Context: an optimization exercise on an open-source flow, tuned for small area. The choices shown serve that exercise and are no tape-out recipe.
At most, simulation tests tie the RTL to the original design; equivalence was not proved.
The flow treats the clock pin as an ideal source, which a real chip does not have.
No activity file was given, so power comes from the tool's default toggle rates.

==> run a: inputs <==
## ram_burst_ctrl
module ram_burst_ctrl #(
  parameter int DATA_W = 32,
  parameter int ADDR_W = 9,
  parameter int BURST  = 16
) (
  input  logic                       clk,
  input  logic                       rst,
  input  logic                       cmd_valid,
  output logic                       cmd_ready,
  input  logic                       cmd_we,
  input  logic [ADDR_W-1:0]          cmd_addr,
  input  logic [5:0]                 cmd_len,
  input  logic                       wr_valid,
  output logic                       wr_ready,
  input  logic [DATA_W-1:0]          wr_data,
  output logic                       rd_valid,
  input  logic                       rd_ready,
  output logic [DATA_W-1:0]          rd_data,
  output logic                       rd_last,
  output logic                       busy,
  output logic                       done,
  output logic                       err,
  output logic                       ram_we,
  output logic [ADDR_W-1:0]          ram_addr,
  output logic [$clog2(BURST)-1:0]   ram_cnt,
  output logic [DATA_W*BURST-1:0]    ram_wdata,
  input  logic [DATA_W*BURST-1:0]    ram_rdata
);
  localparam logic [2:0] S_IDLE   = 3'd0;
  localparam logic [2:0] S_WFILL  = 3'd2;
  localparam logic [2:0] S_WBURST = 3'd6;
  localparam logic [2:0] S_RISSUE = 3'd1;
  localparam logic [2:0] S_RWAIT  = 3'd3;
  localparam logic [2:0] S_RDRAIN = 3'd5;
  logic [2:0]        r_state;
  logic [ADDR_W:0]   r_addr;    
  logic [5:0]        r_left;    
  logic [3:0]        r_idx;     
  logic              r_ended;   
  logic              r_err;
  logic [DATA_W-1:0] r_wbuf [BURST-1];
  logic [DATA_W-1:0] r_wlast;
  function automatic logic [4:0] f_inc4(input logic [3:0] x, input logic ci);
    logic c;
    c = ci;
    for (int i = 0; i < 4; i++) begin
      f_inc4[i] = x[i] ^ c;
      c = c & x[i];
    end
    f_inc4[4] = c;
  endfunction
  function automatic logic [5:0] f_inc6(input logic [5:0] x, input logic ci);
    logic c;
    c = ci;
    for (int i = 0; i < 6; i++) begin
      f_inc6[i] = x[i] ^ c;
      c = c & x[i];
    end
  ...
==> module ram_burst_ctrl, before the edit <==
module ram_burst_ctrl #(
  parameter int DATA_W = 32,
  parameter int ADDR_W = 9,
  parameter int BURST  = 16
) (
  input  logic                       clk,
  input  logic                       rst,
  input  logic                       cmd_valid,
  output logic                       cmd_ready,
  input  logic                       cmd_we,
  input  logic [ADDR_W-1:0]          cmd_addr,
  input  logic [5:0]                 cmd_len,
  input  logic                       wr_valid,
  output logic                       wr_ready,
  input  logic [DATA_W-1:0]          wr_data,
  output logic                       rd_valid,
  input  logic                       rd_ready,
  output logic [DATA_W-1:0]          rd_data,
  output logic                       rd_last,
  output logic                       busy,
  output logic                       done,
  output logic                       err,
  output logic                       ram_we,
  output logic [ADDR_W-1:0]          ram_addr,
  output logic [$clog2(BURST)-1:0]   ram_cnt,
  output logic [DATA_W*BURST-1:0]    ram_wdata,
  input  logic [DATA_W*BURST-1:0]    ram_rdata
);
  localparam logic [2:0] S_IDLE   = 3'd0;
  localparam logic [2:0] S_WFILL  = 3'd2;
  localparam logic [2:0] S_WBURST = 3'd6;
  localparam logic [2:0] S_RISSUE = 3'd1;
  localparam logic [2:0] S_RWAIT  = 3'd3;
  localparam logic [2:0] S_RDRAIN = 3'd5;
  logic [2:0]        r_state;
  logic [ADDR_W:0]   r_addr;    
  logic [5:0]        r_left;    
  logic [3:0]        r_idx;     
  logic              r_ended;   
  logic              r_err;
  logic [DATA_W-1:0] r_wbuf [BURST-1];
  logic [DATA_W-1:0] r_wlast;
  function automatic logic [4:0] f_inc4(input logic [3:0] x, input logic ci);
    logic c;
    c = ci;
    for (int i = 0; i < 4; i++) begin
      f_inc4[i] = x[i] ^ c;
      c = c & x[i];
    end
    f_inc4[4] = c;
  endfunction
  function automatic logic [5:0] f_inc6(input logic [5:0] x, input logic ci);
    logic c;
    c = ci;
    for (int i = 0; i < 6; i++) begin
      f_inc6[i] = x[i] ^ c;
      c = c & x[i];
    end
  endfunction
  function automatic logic [5:0] f_dec6(input logic [5:0] x, input logic bi);
    logic b;
    b = bi;
    for (int i = 0; i < 6; i++) begin
      f_dec6[i] = x[i] ^ b;
      b = b & ~x[i];
    end
  endfunction
  logic w_idle, w_fill, w_drain, w_wburst, w_accept;
  logic w_wr_hs, w_rd_hs, w_hs, w_last, w_wdone, w_idx15, w_chunk_end;
  logic w_cmd_oor, w_cnt_clamp;
  logic [4:0]      w_lo_inc;
  logic [ADDR_W:0] w_addr_inc;
  logic [3:0]      w_cnt;
  assign w_idle      = (r_state == S_IDLE);
  assign w_fill      = (r_state == S_WFILL);
  assign w_drain     = (r_state == S_RDRAIN);
  assign w_wburst    = (r_state == S_WBURST);
  assign w_accept    = w_idle && cmd_valid;
  assign w_wr_hs     = w_fill && wr_valid;
  assign w_rd_hs     = w_drain && rd_ready;
  assign w_hs        = w_wr_hs || w_rd_hs;
  assign w_last      = (r_left == '0);
  assign w_wdone     = r_left[5] && r_left[4];
  assign w_idx15     = (r_idx == 4'd15);
  assign w_chunk_end = w_idx15 || w_last;
  assign w_lo_inc   = f_inc4(r_addr[3:0], w_rd_hs);
  assign w_addr_inc = {f_inc6(r_addr[ADDR_W:4], w_lo_inc[4] | r_ended), w_lo_inc[3:0]};
  always_comb begin
    logic c;
    c = 1'b0;
    for (int i = 0; i < 6; i++) c = (cmd_addr[i] & cmd_len[i]) | (c & cmd_addr[i]) | (c & cmd_len[i]);
    w_cmd_oor = c & (&cmd_addr[8:6]);
  end
  always_ff @(posedge clk) begin
    if (rst) begin
      r_state <= S_IDLE;
      r_ended <= 1'b0;
      r_err   <= 1'b0;
    end else begin
      r_ended <= w_wburst || (w_rd_hs && w_last);
      case (r_state)
        S_IDLE: begin
          if (cmd_valid) begin
            r_err   <= w_cmd_oor;
            r_state <= cmd_we ? S_WFILL : S_RISSUE;
          end
        end
        S_WFILL:  if (wr_valid && w_chunk_end) r_state <= S_WBURST;
        S_WBURST: begin
          r_state <= w_wdone ? S_IDLE : S_WFILL;
        end
        S_RISSUE: r_state <= S_RWAIT;
        S_RWAIT:  r_state <= S_RDRAIN;
        S_RDRAIN: begin
          if (rd_ready) begin
            if (w_last) begin
              r_state <= S_IDLE;
            end else if (w_idx15) begin
              r_state <= S_RISSUE;
            end
          end
        end
        default: r_state <= S_IDLE;
      endcase
    end
  end
  always_ff @(posedge clk) begin
    r_addr <= w_accept ? {1'b0, cmd_addr} : w_addr_inc;
    r_left <= w_accept ? cmd_len : f_dec6(r_left, w_hs);
    r_idx  <= w_accept ? 4'd0 : f_inc4(r_idx, w_hs);
  end
  generate
    for (genvar gi = 0; gi < BURST - 1; gi++) begin : g_word
      always_ff @(posedge clk)
        if (w_wr_hs && (r_idx == gi)) r_wbuf[gi] <= wr_data;
      assign ram_wdata[gi*DATA_W +: DATA_W] = r_wbuf[gi];
    end
  endgenerate
  always_ff @(posedge clk) r_wlast <= wr_data;
  assign ram_wdata[(BURST-1)*DATA_W +: DATA_W] = r_wlast;
  assign w_cnt = {r_idx[3] ^ ~(r_idx[2] | r_idx[1] | r_idx[0]), r_idx[2] ^ ~(r_idx[1] | r_idx[0]),
                  ~(r_idx[1] ^ r_idx[0]), ~r_idx[0]};
  always_comb begin
    logic c;
    c = 1'b0;
    for (int i = 0; i < 4; i++) c = (r_addr[i] & w_cnt[i]) | (c & (r_addr[i] | w_cnt[i]));
    w_cnt_clamp = c & (&r_addr[ADDR_W-1:4]);
  end
  assign cmd_ready = w_idle;
  assign busy      = !w_idle;
  assign wr_ready  = w_fill;
  assign rd_valid  = w_drain;
  assign rd_data   = r_addr[ADDR_W] ? '0 : ram_rdata[DATA_W-1:0];
  assign rd_last   = w_last;
  assign done      = w_idle && r_ended;
  assign err       = r_err;
  assign ram_we    = w_wburst && !r_addr[ADDR_W];
  assign ram_addr  = w_addr_inc[ADDR_W-1:0];
  assign ram_cnt   = w_cnt_clamp ? ~r_addr[3:0] : w_cnt;
endmodule
Settings: LEC_CHECK=0, CAP_MARGIN=10, CORE_AREA=4 4 181 181, DIE_AREA=0 0 185 185, SLEW_MARGIN=10; clock period 7.0 ns.
standard.sh (not shown) runs the stock make flow with config.mk's settings and CLKGATE_MAP_FILE= SYNTH_SCRIPT=/design/flow/synth_recipe.tcl, a recipe that flattens the netlist after the stock synthesis.
==> flow/flow/run.sh <==
#!/bin/bash
# Standard layout, with the port buffers made from the smallest buffer cell and a leaner clock tree.
set -e
export BUFFER_PORTS_ARGS="-buffer_cell sky130_fd_sc_hd__buf_1"
export PLACE_PINS_ARGS="-min_distance 1 -min_distance_in_tracks"
export REMOVE_ABC_BUFFERS=1
export CTS_ARGS="-sink_clustering_enable -repair_clock_nets -dont_use_dummy_load -buf_list sky130_fd_sc_hd__clkbuf_16 -sink_clustering_size 30 -sink_clustering_max_diameter 140"
bash standard.sh > standard.log 2>&1
==> inputs of run b, as changes to run a <==
--- a/flow/design.v
+++ b/flow/design.v
@@ -29,6 +29,6 @@
   localparam logic [2:0] S_IDLE   = 3'd0;
-  localparam logic [2:0] S_WFILL  = 3'd2;
-  localparam logic [2:0] S_WBURST = 3'd6;
-  localparam logic [2:0] S_RISSUE = 3'd1;
-  localparam logic [2:0] S_RWAIT  = 3'd3;
+  localparam logic [2:0] S_WFILL  = 3'd1;
+  localparam logic [2:0] S_WBURST = 3'd2;
+  localparam logic [2:0] S_RISSUE = 3'd3;
+  localparam logic [2:0] S_RWAIT  = 3'd4;
   localparam logic [2:0] S_RDRAIN = 3'd5;
@@ -90,3 +90,3 @@
     c = 1'b0;
-    for (int i = 0; i < 6; i++) c = (cmd_addr[i] & cmd_len[i]) | (c & cmd_addr[i]) | (c & cmd_len[i]);
+    for (int i = 0; i < 6; i++) c = (cmd_addr[i] & cmd_len[i]) | (c & (cmd_addr[i] | cmd_len[i]));
     w_cmd_oor = c & (&cmd_addr[8:6]);
@@ -140,4 +140,3 @@
   assign ram_wdata[(BURST-1)*DATA_W +: DATA_W] = r_wlast;
-  assign w_cnt = {r_idx[3] ^ ~(r_idx[2] | r_idx[1] | r_idx[0]), r_idx[2] ^ ~(r_idx[1] | r_idx[0]),
-                  ~(r_idx[1] ^ r_idx[0]), ~r_idx[0]};
+  assign w_cnt = r_idx - 1'b1;
   always_comb begin
==> flow/flow/run.sh (replaced) <==
#!/bin/bash
# Standard layout, with the port buffers made from the smallest buffer cell, each RAM write
# word's pins kept together, and a leaner clock tree.
set -e
export BUFFER_PORTS_ARGS="-buffer_cell sky130_fd_sc_hd__buf_1"
export PLACE_PINS_ARGS="-min_distance 1 -min_distance_in_tracks"
export PRE_IO_PLACEMENT_TCL="$(pwd)/flow/pins.tcl"
export REMOVE_ABC_BUFFERS=1
export CTS_ARGS="-sink_clustering_enable -repair_clock_nets -dont_use_dummy_load -buf_list sky130_fd_sc_hd__clkbuf_16 -sink_clustering_size 30 -sink_clustering_max_diameter 110"
bash standard.sh > standard.log 2>&1
==> flow/flow/pins.tcl (new file) <==
# Keep each ram_wdata word's 32 pins together, so each word's registers (which share one
# load enable) sit together near their pins.
for {set w 0} {$w < 16} {incr w} {
  set names {}
  for {set b 0} {$b < 32} {incr b} {
    lappend names "ram_wdata\[[expr {$w * 32 + $b}]\]"
  }
  set_io_pin_constraint -group -order -pin_names $names
}
Settings changed: CORE_AREA 4 4 181 181 to 4 4 216 216, DIE_AREA 0 0 185 185 to 0 0 220 220.
==> inputs of run c, as changes to run a <==
--- a/flow/design.v
+++ b/flow/design.v
@@ -29,6 +29,6 @@
   localparam logic [2:0] S_IDLE   = 3'd0;
-  localparam logic [2:0] S_WFILL  = 3'd2;
-  localparam logic [2:0] S_WBURST = 3'd6;
-  localparam logic [2:0] S_RISSUE = 3'd1;
-  localparam logic [2:0] S_RWAIT  = 3'd3;
+  localparam logic [2:0] S_WFILL  = 3'd1;
+  localparam logic [2:0] S_WBURST = 3'd2;
+  localparam logic [2:0] S_RISSUE = 3'd3;
+  localparam logic [2:0] S_RWAIT  = 3'd4;
   localparam logic [2:0] S_RDRAIN = 3'd5;
--- a/flow/flow/run.sh
+++ b/flow/flow/run.sh
@@ -6,3 +6,4 @@
 export REMOVE_ABC_BUFFERS=1
-export CTS_ARGS="-sink_clustering_enable -repair_clock_nets -dont_use_dummy_load -buf_list sky130_fd_sc_hd__clkbuf_16 -sink_clustering_size 30 -sink_clustering_max_diameter 140"
+export POST_CTS_TCL="$(pwd)/flow/recover.tcl"
+export CTS_ARGS="-sink_clustering_enable -repair_clock_nets -dont_use_dummy_load -buf_list sky130_fd_sc_hd__clkbuf_16 -sink_clustering_size 30 -sink_clustering_max_diameter 110"
 bash standard.sh > standard.log 2>&1
==> flow/flow/recover.tcl (new file) <==
# After clock tree synthesis: downsize gates that have timing slack to spare; the global
# route step's repair_design then fixes any slew or capacitance limit this breaks.
log_cmd estimate_parasitics -placement
log_cmd repair_timing -recover_power 100 -verbose
log_cmd detailed_placement
Settings changed: CORE_AREA 4 4 181 181 to 4 4 216 216, DIE_AREA 0 0 185 185 to 0 0 220 220.
==> qor summary <==
	run c	run b	run a
Post-route cell area	0.02092 sq mm	0.02088 sq mm	0.02044 sq mm
Seq. cell area	0.01555 sq mm	0.01555 sq mm	0.01556 sq mm
Number of stages on the worst hold path	2	3	2
Power Dens Cells	263.1 mW/mm^2	265.9 mW/mm^2	260.6 mW/mm^2
Multi-input gate share of total cell area	5.670%	6.203%	6.219%
Initial drt markers	1040	1613	1048
TritonCTS buffer count	-	22	21
Crit share post-route	76.54%	75.67%	75.33%
Static Leakage	6.613 nW	6.680 nW	6.485 nW
Transition time of the tightest slew-check pin	1172 ps	1398 ps	1004 ps
Well Taps	592	592	396
Global routing usage on met1	25.93%	31.45%	39.18%
Slew Limit Headroom	21.76%	6.769%	32.74%
Result of the run	timing/DRC/antenna clean	timing/DRC/antenna clean	timing/DRC/antenna clean
Setup slack after layout	1642 ps	1703 ps	1727 ps
# H-tree levels	-	1	1
Worst path max stage delay	290 ps	310 ps	290 ps
Depth of the worst register-to-register path	14	15	13
Only the layout flow was run in run a; the RTL was not checked for function there.

-- afterwards: timing with drivers on the ports --
No port has a modelled driver above. Below, the same layouts with a new extraction and two added sets of constraints.
Step 1, drivers: a clkbuf_16 drives clk and a buf_2 each remaining input, both assumed.
Step 2 times the ports against the registers' clock, not the clock port: input delays grow and output delays shrink by t, the midpoint of the rising clock arrivals with the driver on.
Slacks: no drivers / after step 1 / after step 2; pairs: no drivers / after step 1.
run | t (ns) | setup WS [ns] | worst hold slack (ns) | worst setup path at the end | pins driven straight from the clock port
run a | 0.591 | 1.727 / 1.660 / 1.660 | 0.498 / 0.498 / 0.498 | input to output | 1
run b | 0.586 | 1.703 / 1.680 / 1.680 | 0.561 / 0.561 / 0.561 | input to output | 1
run c | 0.592 | 1.642 / 1.605 / 1.605 | 0.520 / 0.520 / 0.520 | input to output | 1
After both steps every run listed still meets setup and hold. For run a, which loses most, drivers alone change the setup slack by -0.067 ns; drivers and shift together by -0.067 ns.
